What follows belongs to an exercise in optimizing a design on an open flow for small area and a short achievable clock period; a production flow would make more cautious choices. Function was checked by simulation only, so behaviour that the tests miss may differ from the original. Power is estimated from default activity; no workload was simulated.

Design tlb_sv32_plru, start of the top module:
module tlb_sv32_plru #(
  parameter int unsigned TLB_ENTRIES = 16,
  parameter int unsigned ASID_WIDTH  = 9
) (
  input  logic                  clk_i,
  input  logic                  rst_i,
  input  logic                  flush_i,
  input  logic [ASID_WIDTH-1:0] asid_to_be_flushed_i,
  input  logic [31:0]           vaddr_to_be_flushed_i,
  input  logic                  update_valid_i,
  input  logic                  update_is_4M_i,
  input  logic                  update_global_i,
  input  logic [19:0]           update_vpn_i,
  input  logic [ASID_WIDTH-1:0] update_asid_i,
  input  logic [31:0]           update_content_i,
  input  logic                  lu_access_i,
  input  logic [ASID_WIDTH-1:0] lu_asid_i,
  input  logic [31:0]           lu_vaddr_i,
  output logic                  lu_hit_o,
  output logic                  lu_is_4M_o,
  output logic [31:0]           lu_content_o,
  output logic [31:0]           hit_count_o,
  output logic [31:0]           miss_count_o,
  output logic                  full_o
);
Settings: LEC_CHECK=0, CAP_MARGIN=20, CORE_MARGIN=2, CORE_UTILIZATION=40, SETUP_SLACK_MARGIN=3.0, SLEW_MARGIN=20; clock period 8.5 ns.
run.sh (not shown) runs the stock make flow with config.mk's settings and CLKGATE_MAP_FILE= SYNTH_SCRIPT=/design/flow/synth_recipe.tcl, a recipe that flattens the netlist after the stock synthesis.
Next try:
==> flow/flow/run.sh (new file) <==
#!/bin/bash
# Standard ORFS layout with two changes: port buffers are plain buf_2 cells,
# and the resizer may swap cells across footprints. Each tool's output goes to a log file here.
set -euo pipefail
bash standard.sh \
  "BUFFER_PORTS_ARGS=-buffer_cell sky130_fd_sc_hd__buf_2" \
  MATCH_CELL_FOOTPRINT=0 \
  finish > make_finish.log 2>&1
cp -r orfs/logs/sky130hd/tlb_sv32_plru/base orfs_logs 2>/dev/null || true
==> flow/standard.sh (new file) <==
#!/bin/bash
# synth_recipe.tcl (not shown) runs the flow's synth.tcl, then flattens the netlist and writes it again
# the make line also repeats each setting of config.mk as NAME=value (left out here)
make -C /OpenROAD-flow-scripts/flow DESIGN_CONFIG=/design/flow/config.mk WORK_HOME=/design/flow/orfs CLKGATE_MAP_FILE= SYNTH_SCRIPT=/design/flow/synth_recipe.tcl "${@:-finish}"
- SETUP_SLACK_MARGIN: 3.0 -> 1.5
removed: flow/run.sh
=> Worst setup slack is worse by 0.52 ns. Hold slack is about the same. Area after synthesis stays the same. Register-to-register slack is worse by 0.42 ns. Via count went down by 7.4%. Clock power increases by about 1%. Clock skew grows by 0.061 ns. Final cell count drops by about 7%. Die area does not change. Wire length shrinks by about 10%.
Next try:
==> flow/flow/run.sh (replaced) <==
#!/bin/bash
# Standard ORFS layout with three changes: port buffers are plain buf_2 cells,
# the resizer may swap cells across footprints, and non-critical cells are
# downsized after global routing. Each tool's output goes to a log file here.
set -euo pipefail
bash standard.sh \
  "BUFFER_PORTS_ARGS=-buffer_cell sky130_fd_sc_hd__buf_2" \
  MATCH_CELL_FOOTPRINT=0 \
  RECOVER_POWER=100 \
  finish > make_finish.log 2>&1
cp -r orfs/logs/sky130hd/tlb_sv32_plru/base orfs_logs 2>/dev/null || true
- SETUP_SLACK_MARGIN: 1.5 -> 2.0
After rerunning:
- The new run reached the layout checks and failed them: capacitance limit, slew limit
- non-clock buffer count climbs by 73
- worst hold slack improved by 0.0043 ns
- synthesized area is unchanged
- wire length rises by a few percent
- setup slack gets worse by 0.51 ns
- global-route usage is higher by 0.66 points
- total power went up slightly
- final area increases by a few percent
Next try:
==> flow/flow/run.sh (replaced) <==
#!/bin/bash
# Standard ORFS layout with two changes: port buffers are plain buf_2 cells,
# and the resizer may swap cells across footprints. Each tool's output goes to a log file here.
set -euo pipefail
bash standard.sh \
  "BUFFER_PORTS_ARGS=-buffer_cell sky130_fd_sc_hd__buf_2" \
  MATCH_CELL_FOOTPRINT=0 \
  finish > make_finish.log 2>&1
cp -r orfs/logs/sky130hd/tlb_sv32_plru/base orfs_logs 2>/dev/null || true
This time the run completed with no timing, DRC or antenna violations.
Cell area came out higher slightly.
Setup slack is better by 0.95 ns.
Combinational power hardly moves.
Utilization came out higher by 0.26 points.
Global-route usage stays the same.
Critical path depth came out higher by 3.

========
tlb_sv32_plru, a different RTL version from the one above (not shown whole).
For scale: ~250 I/O pins, about 53,000 sq um of cells after synthesis.
Settings: LEC_CHECK=0, CAP_MARGIN=20, CORE_MARGIN=2, CORE_UTILIZATION=55, PLACE_DENSITY=0.7, SETUP_SLACK_MARGIN=2.0, SLEW_MARGIN=20, SYNTH_HIERARCHICAL=1; clock period 8.5 ns.
standard.sh (not shown) runs the stock make flow with config.mk's settings and CLKGATE_MAP_FILE= SYNTH_SCRIPT=/design/flow/synth_recipe.tcl, a recipe that flattens the netlist after the stock synthesis.
==> flow/flow/run.sh <==
#!/bin/bash
# Standard ORFS layout with two changes: port buffers are plain buf_2 cells,
# and the resizer may swap cells across footprints. Each tool's output goes to a log file here.
set -euo pipefail
bash standard.sh \
  "BUFFER_PORTS_ARGS=-buffer_cell sky130_fd_sc_hd__buf_2" \
  MATCH_CELL_FOOTPRINT=0 \
  finish > make_finish.log 2>&1
cp -r orfs/logs/sky130hd/tlb_sv32_plru/base orfs_logs 2>/dev/null || true
The starting point produced a clean layout.
Then changed:
==> flow/flow/run.sh (replaced) <==
#!/bin/bash
# Standard ORFS layout with four changes: port buffers are plain buf_2 cells,
# the resizer may swap cells across footprints, clock tree synthesis uses
# larger sink clusters of clkbuf_8 without dummy loads, and the lookup ports
# are kept together on one edge (flow/io.tcl). Each tool's output goes to a
# log file here.
set -euo pipefail
bash standard.sh \
  "BUFFER_PORTS_ARGS=-buffer_cell sky130_fd_sc_hd__buf_2" \
  MATCH_CELL_FOOTPRINT=0 \
  "CTS_ARGS=-sink_clustering_enable -repair_clock_nets -dont_use_dummy_load -sink_clustering_size 14 -sink_clustering_max_diameter 50 -sink_clustering_buffer sky130_fd_sc_hd__clkbuf_8" \
  "PRE_IO_PLACEMENT_TCL=$PWD/flow/io.tcl" \
  finish > make_finish.log 2>&1
cp -r orfs/logs/sky130hd/tlb_sv32_plru/base orfs_logs 2>/dev/null || true
==> flow/flow/io.tcl (new file) <==
# Keep the combinational lookup's ports (its inputs and its outputs) together
# on the bottom edge so that the lookup path does not cross the die.
set lu_pins {}
foreach p [get_ports {lu_vaddr_i[*] lu_asid_i[*] lu_access_i lu_content_o[*] lu_is_4M_o lu_hit_o}] {
  lappend lu_pins [get_full_name $p]
}
set_io_pin_constraint -pin_names $lu_pins -region bottom:*
CORE_UTILIZATION = 40   (was 55)
GPL_TIMING_DRIVEN = 0   (was unset)
PLACE_DENSITY = unset   (was 0.7)
SETUP_SLACK_MARGIN = 2.2   (was 2.0)
Outcome: The changed run completed without violations; setup slack improved by 0.20 ns; synthesized cell count stays the same; hold slack barely changes; sequential share of layout area is about the same.
Then changed:
--- a/flow/flow/run.sh
+++ b/flow/flow/run.sh
@@ -11 +11 @@
-  "CTS_ARGS=-sink_clustering_enable -repair_clock_nets -dont_use_dummy_load -sink_clustering_size 14 -sink_clustering_max_diameter 50 -sink_clustering_buffer sky130_fd_sc_hd__clkbuf_8" \
+  "CTS_ARGS=-sink_clustering_enable -repair_clock_nets -dont_use_dummy_load -sink_clustering_size 17 -sink_clustering_max_diameter 50 -sink_clustering_buffer sky130_fd_sc_hd__clkbuf_8" \
SETUP_SLACK_MARGIN = 2.0   (was 2.2)
=>
- synthesized area stays the same
- die area is unchanged
- setup slack loses 0.16 ns
- global-route usage decreases by 0.16 points
- non-clock buffer count came out lower by 33
- flip-flop and latch count stays the same
- register-to-register slack gets worse by 0.08 ns
- cell count falls slightly
- via count falls slightly
Then changed:
--- a/flow/flow/run.sh
+++ b/flow/flow/run.sh
@@ -11 +11 @@
-  "CTS_ARGS=-sink_clustering_enable -repair_clock_nets -dont_use_dummy_load -sink_clustering_size 17 -sink_clustering_max_diameter 50 -sink_clustering_buffer sky130_fd_sc_hd__clkbuf_8" \
+  "CTS_ARGS=-sink_clustering_enable -repair_clock_nets -dont_use_dummy_load -sink_clustering_size 14 -sink_clustering_max_diameter 50 -sink_clustering_buffer sky130_fd_sc_hd__clkbuf_8" \
GPL_TIMING_DRIVEN = unset   (was 0)
The new run went through all stages and came out clean.
Combinational power barely changes.
Total power increases slightly.
Wire length came out higher by a few percent.
Die area is unchanged.
Setup slack improved by 0.0047 ns.
Design area barely changes.
Sequential power stays flat.
Cell count rises slightly.
Then changed:
==> flow/flow/run.sh (replaced) <==
#!/bin/bash
# Standard ORFS layout with three changes: port buffers are plain buf_2 cells,
# the resizer may swap cells across footprints, and clock tree synthesis uses
# larger sink clusters without dummy loads. Each tool's output goes to a log
# file here.
set -euo pipefail
bash standard.sh \
  "BUFFER_PORTS_ARGS=-buffer_cell sky130_fd_sc_hd__buf_2" \
  MATCH_CELL_FOOTPRINT=0 \
  "CTS_ARGS=-sink_clustering_enable -repair_clock_nets -dont_use_dummy_load -sink_clustering_size 14 -sink_clustering_max_diameter 50 -sink_clustering_buffer sky130_fd_sc_hd__clkbuf_8" \
  finish > make_finish.log 2>&1
cp -r orfs/logs/sky130hd/tlb_sv32_plru/base orfs_logs 2>/dev/null || true
removed: flow/flow/io.tcl
Worst setup slack degrades by 0.023 ns.
Count of clock-buffer cells in the layout decreases by 1.
Cell count goes up by 0.51%.
Clock power stays flat.
Total power stays flat.
Routed wire length came out lower by 3.1%.

-- re-timing with driven ports --
The results above use ideal ports. As a check the final layouts listed here were re-extracted and re-timed, cells and wires unchanged.
Step 1 assumes that a clkbuf_16 drives the clock port and a buf_2 every other input.
Step 2 also shifts input and output timing later by t, the mid clock arrival at the registers, as if the neighbouring blocks saw the same clock.
Slacks: ideal ports / drivers / drivers and shift; pairs: ideal ports / drivers.
run | t, ns | setup WS [ns] | slew violations | cell pins on the clock port's net
the first run of note 1 | 0.824 | 2.061 / 1.989 / 1.989 | 0 / 0 | 1
the second run of note 1 | 0.836 | 1.545 / 1.499 / 1.140 | 0 / 0 | 1
the third run of note 1 | 0.837 | 1.036 / 1.010 / 0.237 | 212 / 230 | 1
the fourth run of note 1 | 0.835 | 1.989 / 1.943 / 1.212 | 0 / 0 | 1
the first run of note 2 | 0.789 | 1.957 / 1.984 / 1.214 | 0 / 0 | 1
the second run of note 2 | 0.739 | 2.161 / 2.028 / 1.444 | 0 / 0 | 1
the third run of note 2 | 0.760 | 2.003 / 1.859 / 1.405 | 0 / 0 | 1
the fourth run of note 2 | 0.756 | 2.007 / 1.917 / 1.339 | 0 / 0 | 1
the fifth run of note 2 | 0.753 | 1.984 / 1.935 / 1.268 | 0 / 0 | 1
With drivers on, slew violations rise in the third run of note 1. The setup slack of the third run of note 1, which loses most, moves by -0.026 ns with the drivers and by -0.799 ns with both steps.
